Source: an optimization exercise on an open RTL-to-GDS flow (aim: small area). Production flows keep margins and buffers that such runs may drop.
In this exercise RTL edits were held to simulation tests only and were not proved equivalent to the original.
Power and IR drop assume default switching activity.

**design/flow/standard.sh**
```bash
#!/bin/bash
# synth_recipe.tcl (not shown) runs the flow's synth.tcl, then flattens the netlist and writes it again
# the make line also repeats each setting of config.mk as NAME=value (left out here)
make -C /OpenROAD-flow-scripts/flow DESIGN_CONFIG=/design/flow/config.mk WORK_HOME=/design/flow/orfs CLKGATE_MAP_FILE= SYNTH_SCRIPT=/design/flow/synth_recipe.tcl "${@:-finish}"
```
**design/flow/flow/downsize.py**
```python
# Rewrites a Yosys netlist in place: every combinational cell that ABC sized
# above drive strength 1 becomes its _1 (or _0) variant, so the placer's
# repair sizes cells from the smallest up. Flip-flops, buffers, inverters and
# tie cells are left as they are.
import re, sys

LIB = sys.argv[2]
path = sys.argv[1]

cells = set(re.findall(r'\n\s*cell\s*\(\s*"?(sky130_fd_sc_hd__\w+)"?\s*\)', open(LIB).read()))
keep = re.compile(r'__(df|edf|sdf|dl|buf|clk|inv|conb|tap|fill|decap|diode|probe|lpflow)')

text = open(path).read()
count = 0

def swap(m):
    global count
    name, base = m.group(0), m.group(1)
    if keep.search(name):
        return name
    for small in (base + '_1', base + '_0'):
        if small in cells:
            count += 1
            return small
    return name

text = re.sub(r'\b(sky130_fd_sc_hd__\w+?)_(?:2|3|4|6|8|12|16)\b(?=\s+\S+\s*\()', swap, text)
open(path, 'w').write(text)
print('downsized %d cells' % count)
```
**design/flow/design.v**
```verilog
module hps_sample_capture_ctrl #(
  parameter int DATA_W = 9,
  parameter int DEPTH  = 256,
  parameter int CNT_W  = 13
) (
  input  logic                     clk,
  input  logic                     reset,
  input  logic [2:0]               avs_address,
  input  logic                     avs_read,
  input  logic                     avs_write,
  input  logic [31:0]              avs_writedata,
  output logic [31:0]              avs_readdata,
  input  logic [DATA_W-1:0]        sample_in,
  input  logic                     sample_valid,
  output logic                     irq
);
  localparam int AW = $clog2(DEPTH);
  localparam int SEG = 16;                  
  localparam int NSEG = DEPTH / SEG;
  localparam int SW = $clog2(SEG);
  localparam logic [1:0] S_IDLE    = 2'd0;
  localparam logic [1:0] S_ARMED   = 2'd1;
  localparam logic [1:0] S_CAPTURE = 2'd2;
  localparam logic [1:0] S_DONE    = 2'd3;
  logic [1:0]        state_q, state_d;
  logic [DATA_W-1:0] thresh_q, thresh_d;
  logic [AW-1:0]     len_q, len_d;      
  logic [AW-1:0]     count_q, count_d;  
  logic              below_q, below_d;
  logic              irq_en_q, irq_en_d;
  logic              irq_q, irq_d;
  logic [DATA_W-1:0] rdata_lo_q;        
  logic [AW-1:0]     rdata_cnt_q;       
  logic              rdata_msb_q;       
  logic [DATA_W-1:0] rdata_lo_d;
  logic [DATA_W-1:0] buf_q [DEPTH];
  logic [DATA_W-1:0] buf_d [DEPTH];
  logic              shift, keep;
  logic              phase_q;           
  logic [DATA_W-1:0] din;               
  logic              wr_ctrl, arm, abort, pop, store, en;
  logic              is_idle, is_armed, is_capture, is_done;
  logic              len_full, cnt_full;
  logic [AW-1:0]     last;              
  logic [NSEG-1:0]   inj;               
  logic [DATA_W-1:0] tap;
  assign is_idle    = (state_q == S_IDLE);
  assign is_armed   = (state_q == S_ARMED);
  assign is_capture = (state_q == S_CAPTURE);
  assign is_done    = (state_q == S_DONE);
  assign len_full = (len_q == '0);
  assign cnt_full = state_q[1] && (count_q == '0);
  assign wr_ctrl = avs_write && (avs_address == 3'd0);
  assign arm     = wr_ctrl && avs_writedata[0];
  assign abort   = wr_ctrl && avs_writedata[1];
  assign pop     = avs_read && (avs_address == 3'd4) && is_done;
  assign store   = sample_valid &&
                   (is_capture || (is_armed && below_q && !(sample_in < thresh_q)));
  assign shift = (sample_valid && !is_done) || pop;
  assign keep  = !shift;
  assign din   = sample_in ^ {DATA_W{phase_q}};
  assign below_d = is_armed && (sample_valid ? (sample_in < thresh_q) : below_q);
  always_comb begin
    state_d  = state_q;
    thresh_d = thresh_q;
    len_d    = len_q;
    count_d  = count_q;
    if (is_idle && arm)
      state_d = S_ARMED;
    if (store) begin
      count_d = count_q + AW'(1);
      if (count_q + AW'(1) == len_q)
        state_d = S_DONE;
      else
        state_d = S_CAPTURE;
    end
    if (pop) begin
      count_d = count_q - AW'(1);
      if (count_q == AW'(1))
        state_d = S_IDLE;
    end
    if (abort) begin
      state_d = S_IDLE;
      count_d = '0;
    end
    if (avs_write && is_idle) begin
      if (avs_address == 3'd1)
        thresh_d = avs_writedata[DATA_W-1:0];
      if (avs_address == 3'd2) begin
        if (avs_writedata == 32'd0)
          len_d = AW'(1);
        else if (avs_writedata > 32'(DEPTH))
          len_d = '0;
        else
          len_d = avs_writedata[AW-1:0];
      end
    end
  end
  always_comb begin
    irq_en_d = irq_en_q;
    irq_d    = irq_q;
    if (wr_ctrl)
      irq_en_d = avs_writedata[2];
    en = irq_en_d;
    if (is_done && state_d != S_DONE)
      irq_d = 1'b0;
    if (wr_ctrl && avs_writedata[3])
      irq_d = 1'b0;
    if (!is_done && state_d == S_DONE)
      irq_d = 1'b1;
    if (abort || !en)
      irq_d = 1'b0;
  end
  assign last = len_q - AW'(1);
  always_comb begin
    for (int s = 0; s < NSEG; s++)
      inj[s] = (last[AW-1:SW] == SW'(NSEG - 1 - s));
  end
  logic [SEG-1:0] tap_sel;
  logic [DATA_W-1:0] tap_raw;
  always_comb begin
    for (int k = 0; k < SEG; k++)
      tap_sel[k] = (len_q[SW-1:0] == SW'(k + 1));
  end
  for (genvar b = 0; b < DATA_W; b++) begin : g_tap
    logic [SEG-1:0] col;
    for (genvar k = 0; k < SEG; k++) begin : g_col
      assign col[k] = buf_q[SEG*(NSEG-1) + k][b];
    end
    hps_sample_capture_tap u_tap (.sel(tap_sel), .d(col), .q(tap_raw[b]));
  end
  assign tap = tap_raw ^ {DATA_W{phase_q}};
  always_comb begin
    unique case (avs_address)
      3'd0:    rdata_lo_d = {6'b0, irq_en_q, 2'b0};
      3'd1:    rdata_lo_d = thresh_q;
      3'd2:    rdata_lo_d = {len_full, len_q};
      3'd3:    rdata_lo_d = {count_q[0], 6'b0, state_q};
      3'd4:    rdata_lo_d = is_done ? tap : '0;
      default: rdata_lo_d = '0;
    endcase
  end
  assign avs_readdata = {rdata_msb_q, 14'b0, rdata_cnt_q, rdata_lo_q};
  assign irq          = irq_q;
  always_ff @(posedge clk) begin
    rdata_lo_q  <= rdata_lo_d;
    rdata_cnt_q <= (avs_address == 3'd3) ? {cnt_full, count_q[AW-1:1]} : '0;
    rdata_msb_q <= ((avs_address == 3'd3) && irq_q) ||
                   ((avs_address == 3'd4) && is_done);
  end
  always_ff @(posedge clk) begin
    if (reset) begin
      state_q  <= S_IDLE;
      thresh_q <= '0;
      len_q    <= '0;
      count_q  <= '0;
      below_q  <= 1'b0;
      irq_en_q <= 1'b0;
      irq_q    <= 1'b0;
      phase_q  <= 1'b0;
    end else begin
      phase_q  <= !phase_q;
      state_q  <= state_d;
      thresh_q <= thresh_d;
      len_q    <= len_d;
      count_q  <= count_d;
      below_q  <= below_d;
      irq_en_q <= irq_en_d;
      irq_q    <= irq_d;
    end
  end
  logic [NSEG-1:0] sh_in, sh_up;
  assign sh_in = {NSEG{shift}} & inj;
  assign sh_up = {NSEG{shift}} & ~inj;
  for (genvar j = 0; j < DEPTH; j++) begin : g_word
    for (genvar b = 0; b < DATA_W; b++) begin : g_bit
      if (j % SEG == 0 && j != 0) begin : g_entry
        hps_sample_capture_entry_bit u_bit (
          .keep(keep), .shift_in(sh_in[j / SEG]), .shift_up(sh_up[j / SEG]),
          .q(buf_q[j][b]), .din(din[b]), .prev(buf_q[j-1][b]), .d(buf_d[j][b])
        );
      end else begin : g_plain
        hps_sample_capture_bit u_bit (
          .keep(keep), .shift(shift), .q(buf_q[j][b]),
          .prev(j == 0 ? din[b] : buf_q[j-1][b]), .d(buf_d[j][b])
        );
      end
    end
  end
  always_ff @(posedge clk) begin
    for (int j = 0; j < DEPTH; j++)
      buf_q[j] <= buf_d[j];
  end
endmodule
module hps_sample_capture_bit (
  input  logic keep,
  input  logic shift,
  input  logic q,
  input  logic prev,
  output logic d
);
  assign d = ~((q | shift) & (prev | keep));
endmodule
module hps_sample_capture_entry_bit (
  input  logic keep,
  input  logic shift_in,
  input  logic shift_up,
  input  logic q,
  input  logic din,
  input  logic prev,
  output logic d
);
  assign d = ~((keep & q) | (shift_in & din) | (shift_up & prev));
endmodule
module hps_sample_capture_tap (
  input  logic [15:0] sel,
  input  logic [15:0] d,
  output logic        q
);
  assign q = |(sel & d);
endmodule
```
**design/flow/constraint.sdc**
```tcl
create_clock -name core_clock -period 5.0 [get_ports {clk}]
set_input_delay 1.0000 -clock core_clock [delete_from_list [all_inputs] [get_ports {clk}]]
set_output_delay 1.0000 -clock core_clock [all_outputs]
set_load 0.01 [all_outputs]
```
**design/flow/config.mk**
```make
export PLATFORM = sky130hd
export DESIGN_NAME = hps_sample_capture_ctrl
export DESIGN_NICKNAME = hps_sample_capture_ctrl
export VERILOG_FILES = /design/flow/design.v
export SDC_FILE = /design/flow/constraint.sdc
export NUM_CORES = 4
export LEC_CHECK = 0
export CAP_MARGIN = 20
export CORE_MARGIN = 2
export CORE_UTILIZATION = 45
export CTS_BUF_LIST = sky130_fd_sc_hd__clkbuf_8
export CTS_CLUSTER_DIAMETER = 80
export CTS_CLUSTER_SIZE = 16
export PLACE_DENSITY = 0.6
export SLEW_MARGIN = 20
export SYNTH_HIERARCHICAL = 1
export SYNTH_MINIMUM_KEEP_SIZE = 0
```
**design/flow/flow/run.sh**
```bash
#!/bin/bash
# Standard synthesis, then every combinational cell is set to its smallest
# drive strength, then the standard layout from floorplan to finish, with
# Yosys's buffers removed at floorplan (the placer's repair buffers the
# nets again), the smallest buffer on the ports and no dummy clock loads in
# CTS.
set -euo pipefail
R=$PWD/orfs/results/$FLOW_PLATFORM/hps_sample_capture_ctrl/base
bash standard.sh "$R/1_2_yosys.v" > synth.log 2>&1
python3 flow/downsize.py "$R/1_2_yosys.v" "$FLOW_HOME/platforms/$FLOW_PLATFORM/lib/sky130_fd_sc_hd__tt_025C_1v80.lib" > downsize.log 2>&1
export REMOVE_ABC_BUFFERS=1
export BUFFER_PORTS_ARGS="-buffer_cell sky130_fd_sc_hd__buf_1"
export CTS_ARGS="-sink_clustering_enable -repair_clock_nets -dont_use_dummy_load -buf_list sky130_fd_sc_hd__clkbuf_8 -sink_clustering_size 18 -sink_clustering_max_diameter 70"
bash standard.sh > layout.log 2>&1
```
==> results of run 1 <==
[sequential cells by signal (all words and copies together) (netlist names)]
name	flops
below_q	1
buf_q	2304
count_q	8
irq_en_q	1
irq_q	1
len_q	8
phase_q	1
rdata_cnt_q	8
rdata_lo_q	9
rdata_msb_q	1
state_q	2
thresh_q	9
[cells by family after synthesis]
logic type / synth area share [%]
adders and majority gates: 0.230
xor gates and xnor gates: 0.440
DFF: 72.1
AOI/OAI and AO/OA: 25.1
and+or+nand+nor: 1.55
other: 0.00574
muxes: 0.134
buffers and inverters: 0.488
[worst reg2reg max path: stages (launching register included)]
cell and delay [ps]:
dfxtp_1 480, nor4_2 800, nand2_1 220, nor2_1 580, nor2_1 140, and2_1 250, a21oi_2 770, a222oi_1 220
[layout make-up]
cell class                      count  area (sq um)
Fill cell                       12856         72800
Clock buffer                      151          2080
Tap cell                         1903          2380
Timing Repair Buffer              147          1230
Inverter                           14          60.1
Multi-Input combinational cell   2729         17800
Antenna cell                        4          10.0
Sequential cell                  2353         47100
[Yosys stat by module (local to each module, per instance)]
module	cell area (sq um)	times used
hps_sample_capture_bit	6.26	2169
hps_sample_capture_tap	101	9
hps_sample_capture_ctrl	49500	1
hps_sample_capture_entry_bit	10.0	135
[worst paths after layout]
check        cells after the start            end  slack, ps          start
min reg2reg                      1  buf_q[174][6]        390  buf_q[173][6]
max                              7   buf_q[80][6]       1370       len_q[1]
max reg2reg                      7   buf_q[80][6]       1370       len_q[1]
min                              1  buf_q[174][6]        390  buf_q[173][6]
[Yosys cell counts, types with 2 or more instances]
cell type | n | area (sq um)
inv_1 | 14 | 52.6
ha_1 | 12 | 150
buf_4 | 18 | 135
a222oi_1 | 135 | 1350
o21ai_0 | 8 | 40.0
nor3_1 | 18 | 90.1
a22oi_1 | 15 | 113
buf_2 | 11 | 55.1
a31oi_1 | 2 | 12.5
a22o_1 | 36 | 315
buf_6 | 3 | 33.8
nor4b_2 | 2 | 30.0
nand2_1 | 42 | 158
mux2_2 | 2 | 22.5
mux2i_1 | 5 | 50.1
nor3b_1 | 2 | 15.0
dfxtp_1 | 2353 | 47100
nand4_1 | 13 | 81.3
nor4_1 | 11 | 68.8
xnor2_1 | 17 | 149
a21oi_2 | 2 | 17.5
nor2_1 | 50 | 188
and2_1 | 8 | 50.1
nor4_4 | 2 | 42.5
o21a_1 | 4 | 30.0
nand2b_1 | 7 | 43.8
a221oi_2 | 36 | 541
o22ai_1 | 2178 | 13600
a21oi_1 | 37 | 185
xor2_1 | 14 | 123
clkbuf_1 | 9 | 33.8
nand3_1 | 16 | 80.1
nor2b_1 | 4 | 25.0
or3_1 | 3 | 18.8
a21o_1 | 3 | 22.5
[power groups by stage]
stage                     combinational (mW)  sequential [mW]  clock, mW
after global placement                  2.61             23.6          0
after CTS                               2.74             23.3       8.44
after global routing                    3.07             23.7       9.16
final                                   2.73             23.3       8.09
after detailed placement                2.74             23.7          0
after floorplan                         3.14             22.8          0
[metrics by stage]
stage          utilization, %  worst slack, ps
2_1_floorplan               -          -721180
3_3_place_gp             47.8             1140
3_5_place_dp             47.8             1050
4_1_cts                  49.2             1310
5_1_grt                  49.2             1160
6_report                 49.2             1370
[routing by layer]
metal / part of all wire, % / GRT usage, % / up-vias / wire, um
li1: - / - / 21703 / -
met1: 50 / 25.6 / 20679 / 65400
met2: 43 / 25.3 / 625 / 56200
met3: 4.2 / 2.87 / 207 / 5470
met4: 2.1 / 4.90 / 0 / 2770
met5: 0 / 0 / - / 0
==> results.tsv, run 1 <==
stage	metric	value	unit
grt	grt_pass1_wl	211000	um
layout	area_growth	8.64	%
synth	synth_edf_count	0	
timing	slew_violations	0	
floorplanning	core-area	143000	sq um
setup_path	arrival	4340	ps
setup_path	end_kind	register	
power_and_ir_drop	p_per_area	483	nW/um^2
grt	track_usage	17.1	%
floorplanning	die_w	384	um
setup_path	cp_top_family	simple AND/OR/NAND/NOR gates	
clocking	htree_num_levels	4	
power_and_ir_drop	p_leak	25.5	nW
drt	wire_per_inst	17.8	um
layout	stdcell_area	70700	sq um
grt	grt_pass1_vias	39433	
synth	synth_area_per_cell	12.7	sq um
setup_path	cpMaxStageDelayCell	nor4_2	
synth	ys_types	69	
power_and_ir_drop	switching_share	24.4	%
layout	nNetsFinal	5457	
timing	post-route-period-util	72.6	%
floorplanning	fp-row-count	139	
floorplanning	ioPinCount	82	
synth	ys_chip_area	65400	sq um
power_and_ir_drop	power_frac_comb	8.0	%
clocking	clockBufferDepth	3	
timing	fmaxAchievable	0.276	GHz
drt	first_iter_violations	3469	
place	place.gp.congestion	0.825	
place	numPortBuffers	67	
timing	relSlewSlack	20.8	%
layout	final_cell_mix	2,353 x dfxtp_1, 2,178 x o22ai_1, 151 x clkbuf_8	
clocking	postCtsHoldBufs	0	
clocking	cts_root_buf	clkbuf_8	
floorplanning	die_y	384	um
floorplanning	die_area	148000	sq um
job	max_cap_violations	0	
clocking	clk_latency	890	ps
clocking	ctsResizeCount	0	
timing	worst_pin_slew	1180	ps
power_and_ir_drop	p_int	25.8	mW
grt	grt_max_degree	229	
grt	antenna_found_initial	2	
setup_path	start_kind	register	
power_and_ir_drop	pwr-share-seq	68.3	%
drt	drc	0	
layout	final_common_cell	dfxtp_1	
setup_path	cp.required	5710	ps
run_status	status	finished clean	
power_and_ir_drop	finalPower	34.1	mW
place	postPlaceCellArea	68600	sq um
drt	first_pass_iters	8	
drt	vias	43214	
clocking	cts_setup_buffers	0	
synth	synthArstFlopShare	0	%
power_and_ir_drop	irDropWorstVdd	0.290	mV
setup_path	cp.buffers_inverters	0	
clocking	clock_sinks	2353	
setup_path	path_class	register to register	
setup_path	path_common_cell	nor2_1	
drt	wl	130000	um
power_and_ir_drop	p_clk_share	23.7	%
synth	netlist_area	65000	sq um
setup_path	path_cells	nor4_2, nand2_1, nor2_1, nor2_1, and2_1, a21oi_2, a222oi_1	
synth	ys_ff_latch	2353	
drt	drtAntennaViolNets	0	
layout	layout-drive-gt1-share	4.69	%
synth	seq_area_frac_synth	72.1	%
floorplanning	start_util	45.3	%
timing	fin_crit	3630	ps
synth	yosysWarnings	10	
timing	fin_setup_tns	0	ps
place	dp.cells	7146	
grt	grt_remaining_overflow	0	
synth	synth_ff_type	dfxtp_1	
setup_path	critPathMaxFanout	10	
layout	final_cells	7301	
clocking	cts_tree	yes	
power_and_ir_drop	switchingPower	8.31	mW
timing	finalHoldViolCount	0	
timing	whs	389	ps
clocking	clkTransAtPathRegs	110	ps
timing	rsz0062_at_grt	false	
setup_path	slowest_delay	800	ps
synth	netlist_instances	5126	
drt	viasPerCell	5.92	
worst_hold_path	hp-class	register to register	
timing	setup_viol	0	
place	dp_hpwl	72400	um
timing	fin_skew	81.3	ps
clocking	cts_buffers	151	
==> run 2: changes to the inputs <==
--- a/design/flow/config.mk
+++ b/design/flow/config.mk
@@ -7,11 +7,11 @@
 export LEC_CHECK = 0
 export CAP_MARGIN = 20
 export CORE_MARGIN = 2
-export CORE_UTILIZATION = 45
+export CORE_UTILIZATION = 65
 export CTS_BUF_LIST = sky130_fd_sc_hd__clkbuf_8
 export CTS_CLUSTER_DIAMETER = 80
 export CTS_CLUSTER_SIZE = 16
-export PLACE_DENSITY = 0.6
+export PLACE_DENSITY = 0.85
 export SLEW_MARGIN = 20
 export SYNTH_HIERARCHICAL = 1
 export SYNTH_MINIMUM_KEEP_SIZE = 0
==> results.tsv, run 2 <==
stage	metric	value	unit
run_status	status	finished clean	
place	place.gp.congestion	0.861	
drt	wire_per_inst	19.1	um
synth	netlist_instances	5126	
floorplanning	ioPinCount	82	
setup_path	arrival	4120	ps
drt	first_pass_iters	6	
timing	slew_violations	0	
drt	wl	127000	um
setup_path	cp.required	5690	ps
timing	fin_skew	71.7	ps
timing	relSlewSlack	24.2	%
clocking	clock_sinks	2353	
timing	worst_pin_slew	1140	ps
place	numPortBuffers	67	
synth	synth_fa_ha_area_share	0.230	%
place	place_ws	978	ps
clocking	clockBufferDepth	3	
drt	drtAntennaViolNets	0	
timing	fin_crit	3430	ps
place	dp_hpwl	71300	um
synth	synth_simple_gate_area_share	1.55	%
clocking	cts_buffers	149	
synth	netlist_area	65000	sq um
synth	synth_common_cells	2,353 x dfxtp_1, 2,178 x o22ai_1, 135 x a222oi_1	
setup_path	end_kind	register	
drt	viasPerCell	6.55	
setup_path	r2r-end	buf_q[32][6]	
clocking	cts_root_buf	clkbuf_8	
layout	nFillCells	6759	
synth	synth_compound_area_share	25.1	%
clocking	cts_tree	yes	
synth	synthTopCellsByArea	dfxtp_1 72%, o22ai_1 21%, a222oi_1 2.1%	
synth	synth_top_family_by_area	compound AO/OA/AOI/OAI gates	
setup_path	path_class	register to register	
timing	finalHoldViolCount	0	
drt	vias	43726	
clocking	postCtsHoldBufs	0	
layout	final_cell_mix	2,353 x dfxtp_1, 2,178 x o22ai_1, 149 x clkbuf_8	
timing	post-route-period-util	68.6	%
grt	grt_pass1_vias	40947	
layout	nNetsFinal	5438	
layout	regMostFlops	buf_q	
setup_path	critPathMaxFanout	84	
synth	ys_ff_latch	2353	
power_and_ir_drop	irDropWorstVdd	0.251	mV
layout	top_regs	buf_q: 2304 flops, rdata_lo_q: 9 flops, thresh_q: 9 flops	
clocking	clkTransAtPathRegs	100	ps
power_and_ir_drop	finalPower	34.0	mW
layout	final_common_cell	dfxtp_1	
power_and_ir_drop	p_per_area	489	nW/um^2
layout	layout-drive-gt1-share	4.30	%
drt	first_iter_violations	3993	
timing	fin_ws	1570	ps
synth	synth_area_per_cell	12.7	sq um
synth	ys_chip_area	65400	sq um
setup_path	r2r_cells	7	
power_and_ir_drop	p_leak	25.4	nW
setup_path	start_kind	register	
clocking	ctsResizeCount	0	
grt	antenna_found_initial	3	
grt	grt_max_degree	260	
synth	seq_area_frac_synth	72.1	%
setup_path	critPathLaunch	state_q[1]	
grt	track_usage	24.0	%
synth	synthXorXnorAreaFrac	0.440	%
synth	synth_mux_area_share	0.134	%
synth	synth_ff_type	dfxtp_1	
clocking	htree_num_levels	4	
floorplanning	die_area	103000	sq um
layout	area_growth	7.07	%
floorplanning	fp-row-count	116	
setup_path	r2r_slack	1570	ps
grt	grt_pass1_wl	207000	um
timing	fin_setup_tns	0	ps
floorplanning	start_util	65.3	%
floorplanning	core-area	99600	sq um
worst_hold_path	hp-class	register to register	
timing	fmaxAchievable	0.292	GHz
job	max_cap_violations	0	
floorplanning	die_w	320	um
clocking	clk_latency	880	ps
synth	synth_top_cell_area_share	72.1	%
setup_path	timing.rr.start	state_q[1]	
grt	grt_remaining_overflow	0	
synth	synthArstFlopShare	0	%
clocking	cts_setup_buffers	0	
synth	synth_edf_count	0	
floorplanning	die_y	320	um
synth	yosysMostFrequentCell	dfxtp_1	
timing	rsz0062_at_grt	false	
synth	yosysTopAreaCell	dfxtp_1	
drt	drc	0	
synth	yosysWarnings	10	
setup_path	endpoint	buf_q[32][6]	
synth	ys_types	69	
timing	setup_viol	0	
layout	largest_reg_flops	2304	
[run 2: cell types whose count changed in the layout (fill, tap and decap cells not counted), moves of 3 or more]
cell | before | now
a21oi_2 | 3 | 0
buf_12 | 30 | 21
a21oi_1 | 35 | 38
diode_2 | 4 | 1
buf_4 | 50 | 42
[run 2: worst min-delay path by stage]
| stage | start | endpoint | slack (ps) | cells past startpoint |
|---|---|---|---|---|
| 2_1_floorplan | buf_q[112][0] | buf_q[113][0] | 410 | 1 |
| 3_3_place_gp | buf_q[170][4] | buf_q[171][4] | 420 | 1 |
| 3_5_place_dp | buf_q[7][0] | buf_q[8][0] | 420 | 1 |
| 4_1_cts | buf_q[154][1] | buf_q[155][1] | 390 | 1 |
| 5_1_grt | buf_q[154][1] | buf_q[155][1] | 400 | 1 |
| 6_report | buf_q[154][1] | buf_q[155][1] | 390 | 1 |
[run 2: modules after synthesis (local to each module, per instance)]
module,times used,cells inside,flip-flops and latches
hps_sample_capture_entry_bit,135,1,0
hps_sample_capture_ctrl,1,2741,2353
hps_sample_capture_tap,9,9,0
hps_sample_capture_bit,2169,1,0
[run 2: report_power, final]
part / internal [mW] / switching [mW] / total, mW
Combinational: 1.38 / 1.39 / 2.77
Sequential: 21.7 / 1.68 / 23.4
Clock: 2.69 / 5.20 / 7.89
[run 2: cell families after synthesis]
logic type      Yosys count
xor+xnor                 32
buf+inv                  57
simple gates            192
mux                       8
other cells               1
compound gates         2471
flops                  2353
fa+ha+maj                12
[run 2: final cells by class]
cell class | count | area (sq um) | share of cell area [%]
Antenna cell | 1 | 2.50 | 0.00359
Clock buffer | 149 | 2050 | 2.94
Inverter | 14 | 60.1 | 0.0862
Multi-Input combinational cell | 2729 | 17800 | 25.6
Sequential cell | 2353 | 47100 | 67.6
Tap cell | 1298 | 1620 | 2.33
Timing Repair Buffer | 130 | 987 | 1.42
[run 2: stage by stage]
step / instances / hold WS, ps / util, % / cell area [sq um]
floorplan: 5096 / 410 / - / 64800
global placement: 6524 / 416 / 67.9 / 67600
detailed placement: 6524 / 422 / 67.9 / 67600
CTS: 6673 / 391 / 69.9 / 69600
global route: 6674 / 405 / 69.9 / 69600
finish: 6674 / 387 / 69.9 / 69600
[run 2: routing by layer]
metal  global-route usage, %  vias to the layer above  routed length (um)
li1                        -                    21593                   -
met1                    33.1                    20914               56700
met2                    38.5                      958               60300
met3                    3.38                      261                6400
met4                    9.12                        0                4080
met5                       0                        -                   0
[run 2: critical path: stages (launching register included)]
cell and delay (ps):
dfxtp_1 650, and4bb_1 320, and3_1 390, a21oi_4 140
inv_8 440, nand2_1 330, nor2_1 790, a222oi_1 170
==> run 3: changes to the inputs <==
--- a/design/flow/flow/run.sh
+++ b/design/flow/flow/run.sh
@@ -10,5 +10,5 @@
 python3 flow/downsize.py "$R/1_2_yosys.v" "$FLOW_HOME/platforms/$FLOW_PLATFORM/lib/sky130_fd_sc_hd__tt_025C_1v80.lib" > downsize.log 2>&1
 export REMOVE_ABC_BUFFERS=1
 export BUFFER_PORTS_ARGS="-buffer_cell sky130_fd_sc_hd__buf_1"
-export CTS_ARGS="-sink_clustering_enable -repair_clock_nets -dont_use_dummy_load -buf_list sky130_fd_sc_hd__clkbuf_8 -sink_clustering_size 18 -sink_clustering_max_diameter 70"
+export CTS_ARGS="-sink_clustering_enable -repair_clock_nets -dont_use_dummy_load -buf_list sky130_fd_sc_hd__clkbuf_8 -sink_clustering_size 20 -sink_clustering_max_diameter 60"
 bash standard.sh > layout.log 2>&1
==> results.tsv, run 3 <==
stage	metric	value	unit
run_status	status	finished clean	
setup_path	endpoint	buf_q[240][0]	
floorplanning	die_area	103000	sq um
worst_hold_path	hp-class	register to register	
synth	synth_top_cell_area_share	72.1	%
place	place.gp.congestion	0.861	
clocking	clockBufferDepth	3	
timing	fin_skew	90.6	ps
place	postPlaceCellArea	67600	sq um
power_and_ir_drop	irDropWorstVdd	0.236	mV
setup_path	timing.rr.start	state_q[1]	
floorplanning	start_util	65.3	%
grt	grt_remaining_overflow	0	
drt	met3_length	6340	um
synth	ys_chip_area	65400	sq um
layout	regMostFlops	buf_q	
synth	synth_area_per_cell	12.7	sq um
layout	nFillCells	6806	
drt	wl_met2	60500	um
layout	final_common_cell	dfxtp_1	
clocking	htree_num_levels	4	
clocking	cts_root_buf	clkbuf_8	
timing	relSlewSlack	20.0	%
setup_path	r2r-end	buf_q[240][0]	
power_and_ir_drop	p_per_area	486	nW/um^2
timing	slew_violations	0	
setup_path	cp.required	5690	ps
drt	drtAntennaViolNets	0	
layout	final_cell_mix	2,353 x dfxtp_1, 2,178 x o22ai_1, 140 x clkbuf_8	
layout	largest_reg_flops	2304	
drt	first_iter_violations	3966	
timing	post-route-period-util	69.7	%
layout	register_area	47100	sq um
layout	top_regs	buf_q: 2304 flops, rdata_lo_q: 9 flops, thresh_q: 9 flops	
layout	multi_input_area	17800	sq um
clocking	clock_sinks	2353	
floorplanning	ioPinCount	82	
clocking	clk_latency	830	ps
layout	area_growth	6.88	%
synth	ys_types	69	
clocking	cts_tree	yes	
floorplanning	die_w	320	um
setup_path	critPathLaunch	state_q[1]	
drt	viasPerCell	6.55	
setup_path	r2r_cells	7	
clocking	postCtsHoldBufs	0	
grt	track_usage	23.7	%
synth	synth_ff_type	dfxtp_1	
synth	yosysMostFrequentCell	dfxtp_1	
drt	first_pass_iters	8	
layout	nNetsFinal	5429	
drt	m1WireLength	56500	um
timing	worst_pin_slew	1200	ps
synth	yosysWarnings	10	
synth	netlist_area	65000	sq um
synth	synthTopCellsByArea	dfxtp_1 72%, o22ai_1 21%, a222oi_1 2.1%	
place	dp_hpwl	71300	um
grt	antenna_found_initial	3	
setup_path	path_class	register to register	
setup_path	start_kind	register	
layout	stdcell_area	69500	sq um
drt	wire_per_inst	19.0	um
synth	synth_common_cells	2,353 x dfxtp_1, 2,178 x o22ai_1, 135 x a222oi_1	
layout	layout-drive-gt1-share	4.14	%
synth	netlist_instances	5126	
place	numPortBuffers	67	
grt	grt_max_degree	260	
setup_path	critPathMaxFanout	84	
timing	fin_setup_tns	0	ps
setup_path	end_kind	register	
timing	fin_crit	3480	ps
drt	vias	43664	
grt	grt_pass1_wl	205000	um
synth	synthArstFlopShare	0	%
timing	rsz0062_at_grt	false	
setup_path	r2r_slack	1520	ps
drt	drc	0	
synth	yosysTopAreaCell	dfxtp_1	
grt	grt_pass1_vias	40623	
floorplanning	fp-row-count	116	
floorplanning	core-area	99600	sq um
clocking	cts_setup_buffers	0	
setup_path	arrival	4170	ps
floorplanning	die_y	320	um
timing	fmaxAchievable	0.287	GHz
power_and_ir_drop	p_leak	25.3	nW
timing	setup_viol	0	
timing	finalHoldViolCount	0	
job	max_cap_violations	0	
clocking	ctsResizeCount	0	
clocking	clkTransAtPathRegs	110	ps
drt	wl	127000	um
drt	routed.top_layer	met4	
clocking	cts_buffers	140	
synth	ys_ff_latch	2353	
synth	synth_edf_count	0	
synth	seq_area_frac_synth	72.1	%
run 3: cell count changes in the layout (fill, tap and decap cells not counted):
cell,change
clkbuf_8,-9
run 3: cells by family after synthesis:
kind of cell | Yosys count | synth area share [%]
multiplexers | 8 | 0.134
AND/OR/NAND/NOR | 192 | 1.55
other | 1 | 0.00574
XOR/XNOR | 32 | 0.440
adder cells (fa/ha/maj) | 12 | 0.230
flip-flops | 2353 | 72.1
AO/OA/AOI/OAI | 2471 | 25.1
buffers and inverters | 57 | 0.488
run 3: stage by stage:
| stage | power [mW] | hold WS [ps] | utilization, % | cells | setup WS [ps] |
|---|---|---|---|---|---|
| finish | 33.8 | 370 | 69.8 | 6665 | 1520 |
| CTS | 33.9 | 363 | 69.8 | 6664 | 1650 |
| global route | 35.3 | 374 | 69.8 | 6665 | 1380 |
| detailed placement | 26.5 | 422 | 67.9 | 6524 | 978 |
| global placement | 26.1 | 416 | 67.9 | 6524 | 1020 |
| floorplan | 26.0 | 410 | - | 5096 | -721180 |
run 3: modules after synthesis (local to each module, per instance):
| module | copies in the design | cells |
|---|---|---|
| hps_sample_capture_ctrl | 1 | 2741 |
| hps_sample_capture_tap | 9 | 9 |
| hps_sample_capture_entry_bit | 135 | 1 |
| hps_sample_capture_bit | 2169 | 1 |
run 3: area by class of cell:
class | count | share of cell area, %
Antenna cell | 1 | 0.00360
Tap cell | 1298 | 2.34
Sequential cell | 2353 | 67.8
Clock buffer | 140 | 2.77
Timing Repair Buffer | 130 | 1.42
Inverter | 14 | 0.0864
Multi-Input combinational cell | 2729 | 25.6
run 3: worst min-delay path by stage:
stage,start,to,cells past startpoint
after floorplan,buf_q[112][0],buf_q[113][0],1
after global placement,buf_q[170][4],buf_q[171][4],1
after detailed placement,buf_q[7][0],buf_q[8][0],1
after CTS,buf_q[161][7],buf_q[162][7],1
after global routing,buf_q[161][7],buf_q[162][7],1
final,buf_q[161][7],buf_q[162][7],1
run 3: routing by layer:
| metal | vias to the layer above | GRT usage [%] |
|---|---|---|
| met5 | - | 0 |
| met4 | 0 | 7.74 |
| met3 | 244 | 3.30 |
| met2 | 911 | 38.8 |
| met1 | 20912 | 32.7 |
| li1 | 21597 | - |
run 3: report_power, final:
group	leakage [nW]	switching [mW]	internal (mW)	total, mW
clock	1.01	5.17	2.54	7.70
combinational	4.50	1.38	1.38	2.76
sequential	19.8	1.67	21.7	23.3
total	25.3	8.22	25.6	33.8
run 3: worst max-delay path, stage by stage (launching register included):
cell      delay (ps)
dfxtp_1          660
and4bb_1         320
and3_1           400
a21oi_4          140
inv_8            460
nand2_1          320
nor2_1           820
a222oi_1         160

## port drivers added, routing unchanged
How much do the figures lean on ideal ports? The routed layouts below were timed once more, with nothing changed but the port constraints.
Step 1, drivers: a clkbuf_16 drives clk and a buf_2 each remaining input, both assumed.
Step 2 times the ports against the registers' clock, not the clock port: input delays grow and output delays shrink by t, the midpoint of the rising clock arrivals with the driver on.
a / b / c = ideal / step 1 / step 2; a / b = the first two.
| run | t, ns | setup slack, ns | hold WS [ns] | worst setup path at the end | cell pins on the clock port's net |
|---|---|---|---|---|---|
| run 1 | 0.927 | 1.372 / 1.372 / 1.051 | 0.389 / 0.384 / 0.389 | input to register | 1 |
| run 2 | 0.901 | 1.571 / 1.570 / 0.866 | 0.387 / 0.387 / 0.387 | input to register | 1 |
| run 3 | 0.877 | 1.516 / 1.516 / 0.876 | 0.370 / 0.370 / 0.370 | input to register | 1 |
After both steps setup and hold are still met in every run listed. For run 2, which loses most, drivers alone change the setup slack by -0.001 ns; drivers and shift together by -0.705 ns.
